Source: an optimization exercise on an open RTL-to-GDS flow (aim: small area, a short achievable clock period and few clock cycles). Production flows keep margins and buffers that such runs may drop. At most, simulation tests tie the RTL to the original design; equivalence was not proved. Power figures rest on the tool's default switching activity, not on a simulated workload.

==> maple: inputs <==
Design radix_conversion_to_ascii, start of the top module:
module radix_conversion_to_ascii #(
	parameter int INT_BITS       = 32,
	parameter int FRAC_BITS      = 32,
	parameter int FRAC_DIGITS    = 10,
	parameter int MAX_INT_DIGITS = 32
) (
	input  logic                clk,
	input  logic                arst_n,
	input  logic                cfg_we,
	input  logic [4:0]          cfg_wdata,
	input  logic                item_valid,
	output logic                item_ready,
	input  logic [63:0]         item_data,    
	output logic                char_valid,
	input  logic                char_ready,
	output logic [7:0]          char_data     
);
Settings: LEC_CHECK=0, ABC_AREA=1, CAP_MARGIN=60, CORE_MARGIN=2, CORE_UTILIZATION=40, SLEW_MARGIN=60; clock period 12.0 ns.
standard.sh (not shown) runs the stock make flow with config.mk's settings and CLKGATE_MAP_FILE= SYNTH_SCRIPT=/design/flow/synth_recipe.tcl, a recipe that flattens the netlist after the stock synthesis.
==> flow/flow/run.sh <==
#!/bin/bash
# Standard layout, with the timing repair aiming well past the required slack
# and plain buffers on the ports.
set -euo pipefail
bash standard.sh SETUP_SLACK_MARGIN=8.5 "BUFFER_PORTS_ARGS=-buffer_cell sky130_fd_sc_hd__buf_1" finish > standard.log 2>&1
==> xenon: changes against maple <==
--- a/flow/design.v
+++ b/flow/design.v
@@ -42,58 +42,57 @@
 	input  logic [63:0]         item_data,    
 	output logic                char_valid,
 	input  logic                char_ready,
 	output logic [7:0]          char_data     
 );
 	localparam int NF = 14;    
 	logic [3:0] rb_q;      
 	logic       m10_q;     
-	logic       ff16_q;    
-	logic       ifast_q;   
-	logic       ffast_q;   
 	logic       m8_q;      
 	logic       m16_q;     
+	logic       ff16_q;    
+	logic       ff2_q;     
+	logic       sub2_q;    
+	logic       sub3_q;    
 	logic       sela_q;    
 	logic       selb_q;    
 	logic [4:0] cfg_b;
 	assign cfg_b = (cfg_wdata[4:1] == 4'd0) ? 5'd2
 		: (cfg_wdata[4] && cfg_wdata[3:0] != 4'd0) ? 5'd16 : cfg_wdata;
 	always_ff @(posedge clk or negedge arst_n) begin
 		if (!arst_n) begin
 			rb_q   <= 4'd10;
 			m10_q  <= 1'b1;
-			ff16_q  <= 1'b0;
-			ifast_q <= 1'b1;
-			ffast_q <= 1'b1;
-			m8_q    <= 1'b0;
-			m16_q   <= 1'b0;
+			m8_q   <= 1'b0;
+			m16_q  <= 1'b0;
+			ff16_q <= 1'b0;
+			ff2_q  <= 1'b0;
+			sub2_q <= 1'b0;
+			sub3_q <= 1'b0;
 			sela_q <= 1'b1;
 			selb_q <= 1'b1;
 		end else if (cfg_we) begin
 			rb_q   <= cfg_b[3:0];
 			m10_q  <= (cfg_b == 5'd10);
-			ff16_q  <= (cfg_b == 5'd16);
-			ifast_q <= (cfg_b == 5'd16) || (cfg_b == 5'd10) || (cfg_b == 5'd8) || (cfg_b == 5'd4) || (cfg_b == 5'd2);
-			ffast_q <= (cfg_b == 5'd16) || (cfg_b == 5'd10) || (cfg_b == 5'd8) || (cfg_b == 5'd2);
-			m8_q    <= (cfg_b == 5'd8);
-			m16_q   <= (cfg_b == 5'd16) || (cfg_b == 5'd4) || (cfg_b == 5'd2);
+			m8_q   <= (cfg_b == 5'd8);
+			m16_q  <= (cfg_b == 5'd16) || (cfg_b == 5'd2) || (cfg_b == 5'd4);
+			ff16_q <= (cfg_b == 5'd16);
+			ff2_q  <= (cfg_b == 5'd2);
+			sub2_q <= (cfg_b == 5'd4);
+			sub3_q <= (cfg_b == 5'd3);
 			sela_q <= (cfg_b == 5'd10) || (cfg_b == 5'd8);
 			selb_q <= (cfg_b == 5'd10) || (cfg_b == 5'd2);
 		end
 	end
 	logic       ifast, ffast, sub4;
 	logic [3:0] gb;
-	logic ff2_q, sub2_q, sub3_q;
-	assign ff2_q  = selb_q && !m10_q;
-	assign sub2_q = (rb_q == 4'd4);
-	assign sub3_q = (rb_q == 4'd3);
 	assign sub4  = ff2_q;
-	assign ifast = ifast_q;
-	assign ffast = ffast_q;
+	assign ifast = m10_q | m8_q | m16_q;
+	assign ffast = m10_q | m8_q | ff16_q | ff2_q;
 	assign gb    = sub3_q ? 4'd9 : rb_q;
 	function automatic logic [6:0] glyph(input logic [3:0] d);
 		case (d)
 			4'd0: glyph = 7'h30;  4'd1: glyph = 7'h31;  4'd2: glyph = 7'h32;  4'd3: glyph = 7'h33;
 			4'd4: glyph = 7'h34;  4'd5: glyph = 7'h35;  4'd6: glyph = 7'h36;  4'd7: glyph = 7'h37;
 			4'd8: glyph = 7'h38;  4'd9: glyph = 7'h39;  4'd10: glyph = 7'h41; 4'd11: glyph = 7'h42;
 			4'd12: glyph = 7'h43; 4'd13: glyph = 7'h44; 4'd14: glyph = 7'h45; default: glyph = 7'h46;
 		endcase
@@ -166,30 +165,32 @@
 	logic [35:0]     op_b;
 	logic [35:0]     sum;
 	logic [5:0]      dv;
 	logic            dq;
 	logic [3:0]      dr;
 	logic [4:0]      ms;
 	logic            frac_emit;
 	logic [3:0]      fdig;
-	logic [3:0]      fd_q;    
 	logic            emit;
 	logic [7:0]      ec;
 	logic            out_free;
 	assign go         = !sk_q;
 	assign accept     = ir_q;
 	assign item_ready = ir_q;
 	assign char_valid = cv_q;
 	assign char_data  = cd_q;
 	assign bc_end     = bc_q[5];
 	assign int_go = (ost_q == O_INT) || (ost_q == O_IDLE && accept);
-	logic [63:0] acc_x;
-	assign acc_x = {8'd0, acc_q};
-	assign fv    = acc_x[{j_q, 2'b00} +: 4];
+	always_comb begin
+		fv = 4'd0;
+		for (int k = 0; k < NF; k++) begin
+			if (j_q == 4'(k)) fv = acc_q[4*k +: 4];
+		end
+	end
 	always_comb begin
 		sp_start = 2'd0;
 		if (sub4) sp_start = fv[3] ? 2'd3 : fv[2] ? 2'd2 : fv[1] ? 2'd1 : 2'd0;
 		else if (sub2_q) sp_start = {1'b0, fv[3:2] != 2'd0};
 		else if (sub3_q) sp_start = {1'b0, fv[3] | fv[2] | (fv[1] & fv[0])};
 	end
 	assign sub_max = sub4 ? 2'd3 : (sub2_q || sub3_q) ? 2'd1 : 2'd0;
 	always_comb begin
@@ -236,25 +237,25 @@
 		end
 	end
 	assign run_dd    = (cst_q == C_RUN) && m10_q;
 	assign run_div   = (cst_q == C_RUN) && !ifast && !bc_end;
 	assign iter_last = m10_q ? (ci_q == 4'd10) : (bc_end && ci_q == 4'd13);
 	assign conv_free  = !accept && (cst_q == C_FREE || (!sv_q && cst_q != C_BUSY));
 	assign start_slow = !ifast && conv_free && (ost_q == O_IDLE);
 	assign start      = ifast ? (conv_free || (cst_q == C_BUSY && int_fin)) : start_slow;
-	assign op_a = {1'b0, f_q, 3'b000} + {3'b000, f_q, 1'b0};
-	assign op_b = ff16_q ? {f_q, 4'b0000} : sela_q ? {1'b0, f_q, 3'b000} : {3'b000, f_q, 1'b0};
-	assign sum  = m10_q ? op_a : op_b;
+	assign op_a = sela_q ? {1'b0, f_q, 3'b000} : ff16_q ? {f_q, 4'b0000} : 36'd0;
+	assign op_b = selb_q ? {3'b000, f_q, 1'b0} : 36'd0;
+	assign sum  = op_a + op_b;
 	assign dv = {1'b0, r_q, f_q[0]} - {2'b00, gb};
 	assign dq = !dv[5];
 	assign dr = dq ? dv[3:0] : {r_q[2:0], f_q[0]};
 	assign ms = {1'b0, r_q} + (f_q[0] ? {1'b0, rb_q} : 5'd0);
 	assign frac_emit = (ost_q == O_FRAC) && go && (ffast || bc_end);
-	assign fdig      = ffast ? fd_q : r_q;
+	assign fdig      = ffast ? sum[35:32] : r_q;
 	always_comb begin
 		emit = 1'b0;
 		ec   = {7'h2E, 1'b0};
 		if (int_go && go) begin
 			emit = 1'b1;
 			ec   = {glyph(idig), 1'b0};
 		end else if (ost_q == O_DOT && go) begin
 			emit = 1'b1;
@@ -347,19 +348,18 @@
 			r_q  <= 4'd0;
 		end else if (run_div) begin
 			r_q  <= dr;
 			bc_q <= bc_q + 6'd1;
 		end else if (ost_q == O_FRAC && !ffast && !bc_end) begin
 			r_q  <= ms[4:1];
 			bc_q <= bc_q + 6'd1;
 		end
-		if ((ost_q == O_DOT || ost_q == O_FRAC) && ffast && go) begin
-			f_q  <= sum[31:0];
-			fd_q <= sum[35:32];
+		if (ost_q == O_FRAC && ffast && go) begin
+			f_q <= sum[31:0];
 		end else if (accept) begin
 			f_q <= item_data[31:0];
 		end else if (start_slow) begin
 			f_q <= rev32(item_data[63:32]);
 		end else if (run_div || (ost_q == O_FRAC && !ffast && !bc_end)) begin
 			f_q <= {run_div ? dq : ms[0], f_q[31:1]};
 		end
 		if (ost_q == O_DOT && go) begin
==> flow/flow/run.sh (replaced) <==
#!/bin/bash
# Standard layout, with the timing repair aiming well past the required slack.
set -euo pipefail
bash standard.sh SETUP_SLACK_MARGIN=8.5 finish > standard.log 2>&1
==> qor summary <==
item                                                                      xenon                 maple
Post-synthesis mux area share                                                 0               0.00236
Cell variety after synth                                                     59                    72
Area Growth Syn to Fin                                                    26.1%                 9.75%
Per-cell routed wire length                                             17.5 um               18.8 um
Worst vdd rail ir drop                                                   120 uV                137 uV
Fraction of the mapped netlist area in simple logic gates                 0.267                 0.279
Number of core rows                                                          67                    69
Vias                                                                      14899                 15480
Power share of the combinational group                                    0.658                 0.598
Hold path start                                            fc_q[3]$_SDFFE_PP0P_  bc_q[4]$_SDFFE_PP0P_
Yosys top cell area share                                                 0.221                 0.218
Clock network power                                                      544 uW                569 uW
Status                                                           finished clean        finished clean
Die height                                                               188 um                193 um
Post-synthesis compound-gate area fraction                                0.237                 0.246
Post-route worst hold slack                                            0.480 ns              0.468 ns
Effective utilization at floorplan                                        0.405                 0.404
Setup crit start                                             sela_q$_DFFE_PN1P_        ir_q$_DFF_PN0_
Num Clock Sinks                                                             153                   156
Pre-CTS setup slack                                                     7.50 ns               7.98 ns
Multi-input combinational area share                                      0.503                 0.539
Via count of the first global-routing pass                                13963                 14395
Testbench counts of xenon, summed over its fixed seeds: cycles 55,027.
Only the layout flow was run in maple; the RTL was not checked for function there.

---

==> job 6902 <==
Another version of the RTL of radix_conversion_to_ascii (not shown whole).
Design radix_conversion_to_ascii, start of the top module:
module radix_conversion_to_ascii #(
	parameter int INT_BITS       = 32,
	parameter int FRAC_BITS      = 32,
	parameter int FRAC_DIGITS    = 10,
	parameter int MAX_INT_DIGITS = 32
) (
	input  logic                clk,
	input  logic                arst_n,
	input  logic                cfg_we,
	input  logic [4:0]          cfg_wdata,
	input  logic                item_valid,
	output logic                item_ready,
	input  logic [63:0]         item_data,    
	output logic                char_valid,
	input  logic                char_ready,
	output logic [7:0]          char_data     
);
clock: 12.0 ns
lec_check: 0
abc_area: 1
cap_margin: 60
core_margin: 2
core_utilization: 40
slew_margin: 60
run.sh (not shown) runs the stock make flow with config.mk's settings and CLKGATE_MAP_FILE= SYNTH_SCRIPT=/design/flow/synth_recipe.tcl, a recipe that flattens the netlist after the stock synthesis.
Stock flow here: none of the scripts above is used.
==> inputs of job 5058, as changes to job 6902 <==
--- a/flow/design.v
+++ b/flow/design.v
@@ -44,47 +44,50 @@
 	input  logic                char_ready,
 	output logic [7:0]          char_data     
 );
 	localparam int NF = 14;    
 	logic [3:0] rb_q;      
 	logic       m10_q;     
-	logic       m8_q;      
-	logic       m16_q;     
 	logic       ff16_q;    
-	logic       ff2_q;     
-	logic       sub2_q;    
-	logic       sub3_q;    
+	logic       ifast_q;   
+	logic       ffast_q;   
+	logic       sela_q;    
+	logic       selb_q;    
 	logic [4:0] cfg_b;
 	assign cfg_b = (cfg_wdata[4:1] == 4'd0) ? 5'd2
 		: (cfg_wdata[4] && cfg_wdata[3:0] != 4'd0) ? 5'd16 : cfg_wdata;
 	always_ff @(posedge clk or negedge arst_n) begin
 		if (!arst_n) begin
 			rb_q   <= 4'd10;
 			m10_q  <= 1'b1;
-			m8_q   <= 1'b0;
-			m16_q  <= 1'b0;
-			ff16_q <= 1'b0;
-			ff2_q  <= 1'b0;
-			sub2_q <= 1'b0;
-			sub3_q <= 1'b0;
+			ff16_q  <= 1'b0;
+			ifast_q <= 1'b1;
+			ffast_q <= 1'b1;
+			sela_q <= 1'b1;
+			selb_q <= 1'b1;
 		end else if (cfg_we) begin
 			rb_q   <= cfg_b[3:0];
 			m10_q  <= (cfg_b == 5'd10);
-			m8_q   <= (cfg_b == 5'd8);
-			m16_q  <= (cfg_b == 5'd16) || (cfg_b == 5'd2) || (cfg_b == 5'd4);
-			ff16_q <= (cfg_b == 5'd16);
-			ff2_q  <= (cfg_b == 5'd2);
-			sub2_q <= (cfg_b == 5'd4);
-			sub3_q <= (cfg_b == 5'd3);
+			ff16_q  <= (cfg_b == 5'd16);
+			ifast_q <= (cfg_b == 5'd16) || (cfg_b == 5'd10) || (cfg_b == 5'd8) || (cfg_b == 5'd4) || (cfg_b == 5'd2);
+			ffast_q <= (cfg_b == 5'd16) || (cfg_b == 5'd10) || (cfg_b == 5'd8) || (cfg_b == 5'd2);
+			sela_q <= (cfg_b == 5'd10) || (cfg_b == 5'd8);
+			selb_q <= (cfg_b == 5'd10) || (cfg_b == 5'd2);
 		end
 	end
 	logic       ifast, ffast, sub4;
 	logic [3:0] gb;
+	logic m8_q, m16_q, ff2_q, sub2_q, sub3_q;
+	assign m8_q   = sela_q && !m10_q;
+	assign ff2_q  = selb_q && !m10_q;
+	assign m16_q  = ifast_q && !sela_q;
+	assign sub2_q = (rb_q == 4'd4);
+	assign sub3_q = (rb_q == 4'd3);
 	assign sub4  = ff2_q;
-	assign ifast = m10_q | m8_q | m16_q;
-	assign ffast = m10_q | m8_q | ff16_q | ff2_q;
+	assign ifast = ifast_q;
+	assign ffast = ffast_q;
 	assign gb    = sub3_q ? 4'd9 : rb_q;
 	function automatic logic [6:0] glyph(input logic [3:0] d);
 		case (d)
 			4'd0: glyph = 7'h30;  4'd1: glyph = 7'h31;  4'd2: glyph = 7'h32;  4'd3: glyph = 7'h33;
 			4'd4: glyph = 7'h34;  4'd5: glyph = 7'h35;  4'd6: glyph = 7'h36;  4'd7: glyph = 7'h37;
 			4'd8: glyph = 7'h38;  4'd9: glyph = 7'h39;  4'd10: glyph = 7'h41; 4'd11: glyph = 7'h42;
@@ -110,12 +113,15 @@
 	function automatic logic [7:0] bcd5(input logic [4:0] v);
 		bcd5 = 8'h00;
 		for (int n = 0; n < 32; n++) begin
 			if (v == 5'(n)) bcd5 = {4'(n / 10), 4'(n % 10)};
 		end
 	endfunction
+	function automatic logic [31:0] rev32(input logic [31:0] v);
+		for (int n = 0; n < 32; n++) rev32[n] = v[31 - n];
+	endfunction
 	typedef enum logic [2:0] {C_FREE, C_RUN, C_FIN, C_FIN2, C_DONE, C_BUSY} cst_t;
 	typedef enum logic [1:0] {O_IDLE, O_INT, O_DOT, O_FRAC} ost_t;
 	cst_t            cst_q, cst_nx;
 	ost_t            ost_q, ost_nx;
 	logic [4*NF-1:0] acc_q;
 	logic [3:0]      j_q;     
@@ -127,14 +133,12 @@
 	logic [3:0]      r_q;     
 	logic [31:0]     f_q;
 	logic            sv_q;    
 	logic            ir_q;
 	logic            cv_q;    
 	logic [7:0]      cd_q;
-	logic            sk_q;    
-	logic [7:0]      sd_q;
 	logic            go;
 	logic            accept;
 	logic            int_go;
 	logic [3:0]      fv;
 	logic [1:0]      sp_start;
 	logic [1:0]      sub_max;
@@ -161,13 +165,13 @@
 	logic [4:0]      ms;
 	logic            frac_emit;
 	logic [3:0]      fdig;
 	logic            emit;
 	logic [7:0]      ec;
 	logic            out_free;
-	assign go         = !sk_q;
+	assign go         = !cv_q || char_ready;
 	assign accept     = ir_q;
 	assign item_ready = ir_q;
 	assign char_valid = cv_q;
 	assign char_data  = cd_q;
 	assign bc_end     = bc_q[5];
 	assign int_go = (ost_q == O_INT) || (ost_q == O_IDLE && accept);
@@ -230,18 +234,18 @@
 	assign run_dd    = (cst_q == C_RUN) && m10_q;
 	assign run_div   = (cst_q == C_RUN) && !ifast && !bc_end;
 	assign iter_last = m10_q ? (ci_q == 4'd10) : (bc_end && ci_q == 4'd13);
 	assign conv_free  = !accept && (cst_q == C_FREE || (!sv_q && cst_q != C_BUSY));
 	assign start_slow = !ifast && conv_free && (ost_q == O_IDLE);
 	assign start      = ifast ? (conv_free || (cst_q == C_BUSY && int_fin)) : start_slow;
-	assign op_a = (m10_q || m8_q) ? {1'b0, f_q, 3'b000} : ff16_q ? {f_q, 4'b0000} : 36'd0;
-	assign op_b = (m10_q || ff2_q) ? {3'b000, f_q, 1'b0} : 36'd0;
+	assign op_a = sela_q ? {1'b0, f_q, 3'b000} : ff16_q ? {f_q, 4'b0000} : 36'd0;
+	assign op_b = selb_q ? {3'b000, f_q, 1'b0} : 36'd0;
 	assign sum  = op_a + op_b;
-	assign dv = {1'b0, r_q, f_q[31]} - {2'b00, gb};
+	assign dv = {1'b0, r_q, f_q[0]} - {2'b00, gb};
 	assign dq = !dv[5];
-	assign dr = dq ? dv[3:0] : {r_q[2:0], f_q[31]};
+	assign dr = dq ? dv[3:0] : {r_q[2:0], f_q[0]};
 	assign ms = {1'b0, r_q} + (f_q[0] ? {1'b0, rb_q} : 5'd0);
 	assign frac_emit = (ost_q == O_FRAC) && go && (ffast || bc_end);
 	assign fdig      = ffast ? sum[35:32] : r_q;
 	always_comb begin
 		emit = 1'b0;
 		ec   = {7'h2E, 1'b0};
@@ -261,13 +265,13 @@
 		ost_nx = ost_q;
 		case (cst_q)
 			C_BUSY: if (int_fin) cst_nx = start ? (m10_q ? C_RUN : C_FIN) : C_FREE;
 			default: begin
 				if (start) cst_nx = (m10_q || !ifast) ? C_RUN : C_FIN;
 				else if (cst_q == C_RUN && iter_last) cst_nx = C_FIN;
-				else if (cst_q == C_FIN) cst_nx = m10_q ? C_DONE : C_FIN2;
+				else if (cst_q == C_FIN) cst_nx = (sub4 || sub2_q || sub3_q) ? C_FIN2 : C_DONE;
 				else if (cst_q == C_FIN2) cst_nx = C_DONE;
 				else if (cst_q == C_DONE && accept) cst_nx = int_fin ? C_FREE : C_BUSY;
 			end
 		endcase
 		case (ost_q)
 			O_IDLE: if (accept) ost_nx = int_fin ? O_DOT : O_INT;
@@ -279,38 +283,27 @@
 	end
 	always_ff @(posedge clk or negedge arst_n) begin
 		if (!arst_n) begin
 			cst_q <= C_FREE;
 			ost_q <= O_IDLE;
 			cv_q  <= 1'b0;
-			sk_q  <= 1'b0;
 			ir_q  <= 1'b0;
 			sv_q  <= 1'b0;
 		end else begin
 			cst_q <= cst_nx;
 			ost_q <= ost_nx;
 			ir_q  <= (cst_nx == C_DONE) && (ost_nx == O_IDLE) && sv_q;
 			if (start) sv_q <= item_valid;
 			if (out_free) begin
-				cv_q <= sk_q || emit;
-				sk_q <= 1'b0;
-			end else if (emit) begin
-				sk_q <= 1'b1;
+				cv_q <= emit;
 			end
 		end
 	end
 	always_ff @(posedge clk) begin
 		if (emit) begin
-			sd_q <= ec;
-		end
-		if (out_free) begin
-			if (sk_q) begin
-				cd_q <= sd_q;
-			end else if (emit) begin
-				cd_q <= ec;
-			end
+			cd_q <= ec;
 		end
 		if (start) begin
 			acc_q <= acc_ld;
 			ch_q  <= item_data[58:56];
 			ci_q  <= m10_q ? 4'd2 : 4'd0;
 		end else if (run_dd) begin
@@ -346,17 +339,15 @@
 		end
 		if (ost_q == O_FRAC && ffast && go) begin
 			f_q <= sum[31:0];
 		end else if (accept) begin
 			f_q <= item_data[31:0];
 		end else if (start_slow) begin
-			f_q <= item_data[63:32];
-		end else if (run_div) begin
-			f_q <= {f_q[30:0], dq};
-		end else if (ost_q == O_FRAC && !ffast && !bc_end) begin
-			f_q <= {ms[0], f_q[31:1]};
+			f_q <= rev32(item_data[63:32]);
+		end else if (run_div || (ost_q == O_FRAC && !ffast && !bc_end)) begin
+			f_q <= {run_div ? dq : ms[0], f_q[31:1]};
 		end
 		if (ost_q == O_DOT && go) begin
 			fc_q <= 4'd0;
 		end else if (frac_emit) begin
 			fc_q <= fc_q + 4'd1;
 		end
==> flow/flow/run.sh (new file) <==
#!/bin/bash
# Standard layout, with the timing repair aiming well past the required slack
# and plain buffers on the ports.
set -euo pipefail
bash standard.sh SETUP_SLACK_MARGIN=8.5 "BUFFER_PORTS_ARGS=-buffer_cell sky130_fd_sc_hd__buf_1" finish > standard.log 2>&1
==> flow/standard.sh (new file) <==
#!/bin/bash
# synth_recipe.tcl (not shown) runs the flow's synth.tcl, then flattens the netlist and writes it again
# the make line also repeats each setting of config.mk as NAME=value (left out here)
make -C /OpenROAD-flow-scripts/flow DESIGN_CONFIG=/design/flow/config.mk WORK_HOME=/design/flow/orfs CLKGATE_MAP_FILE= SYNTH_SCRIPT=/design/flow/synth_recipe.tcl "${@:-finish}"
removed: flow/run.sh
==> comparison table <==
quantity                                                          job 6902   job 5058
Count of filler cells inserted in the layout                          3616       3135
CP Depth                                                                30         23
Clock net power                                                   0.539 mW   0.537 mW
# clock sinks                                                          151        141
Outcome                                   no timing/DRC/antenna violations  no timing/DRC/antenna violations
Core Util, Final                                                     46.0%      54.1%
Critical Path Max Stage Delay                                      0.46 ns    0.61 ns
Final weighted congestion in routability-driven placement            0.914      0.915
Num sequential                                                         151        141
Leakage power of the design                                        7.05 nW    7.82 nW
Detailed router's first-iteration violation count                     1422       1529
Worst reg2reg endpoint                                             sd_q[2]     f_q[5]
Number of cell instances on the worst register-to-register path         30         23
Internal power contribution                                        2.14 mW    1.41 mW
Worst min-delay path endpoint                                      bc_q[4]    fc_q[3]
Vertical die dimension                                              190 um     185 um
Met2 capacity usage during global routing                            42.2%      47.7%
Adder-Cell Fraction of Synth Area                                    5.57%      5.91%
Multi-input gate area                                            8170 um^2  9100 um^2
Initial core utilization                                             40.4%      40.4%
Drt first pass iters                                                     6          7
Number of setup buffers added after CTS                                  0        100
Yosys reg bits                                                         151        141
No functional check of the RTL was part of any run of this note.

[static timing again, ports no longer ideal]
Ports are ideal in the flow. The routed layouts listed here were re-timed in OpenROAD.
Step 1, drivers: a clkbuf_16 drives clk and a buf_2 each remaining input, both assumed.
Step 2 times the ports against the registers' clock, not the clock port: input delays grow and output delays shrink by t, the midpoint of the rising clock arrivals with the driver on.
Slacks: ideal / step 1 / step 2; pairs: ideal / step 1.
run	shift t [ns]	slack for setup (ns)	slew at the worst register clock pin (ns)	cell pins on the clock port's net
maple	0.508	8.566 / 8.511 / 8.170	0.08 / 0.08	1
xenon	0.487	8.292 / 8.292 / 8.039	0.08 / 0.08	1
job 6902	0.489	7.324 / 7.324 / 7.266	0.07 / 0.07	1
job 5058	0.489	8.183 / 8.183 / 7.731	0.07 / 0.07	1
After both steps every run listed still meets setup and hold. For job 5058, which loses most, drivers alone change the setup slack by 0.000 ns; drivers and shift together by -0.452 ns.
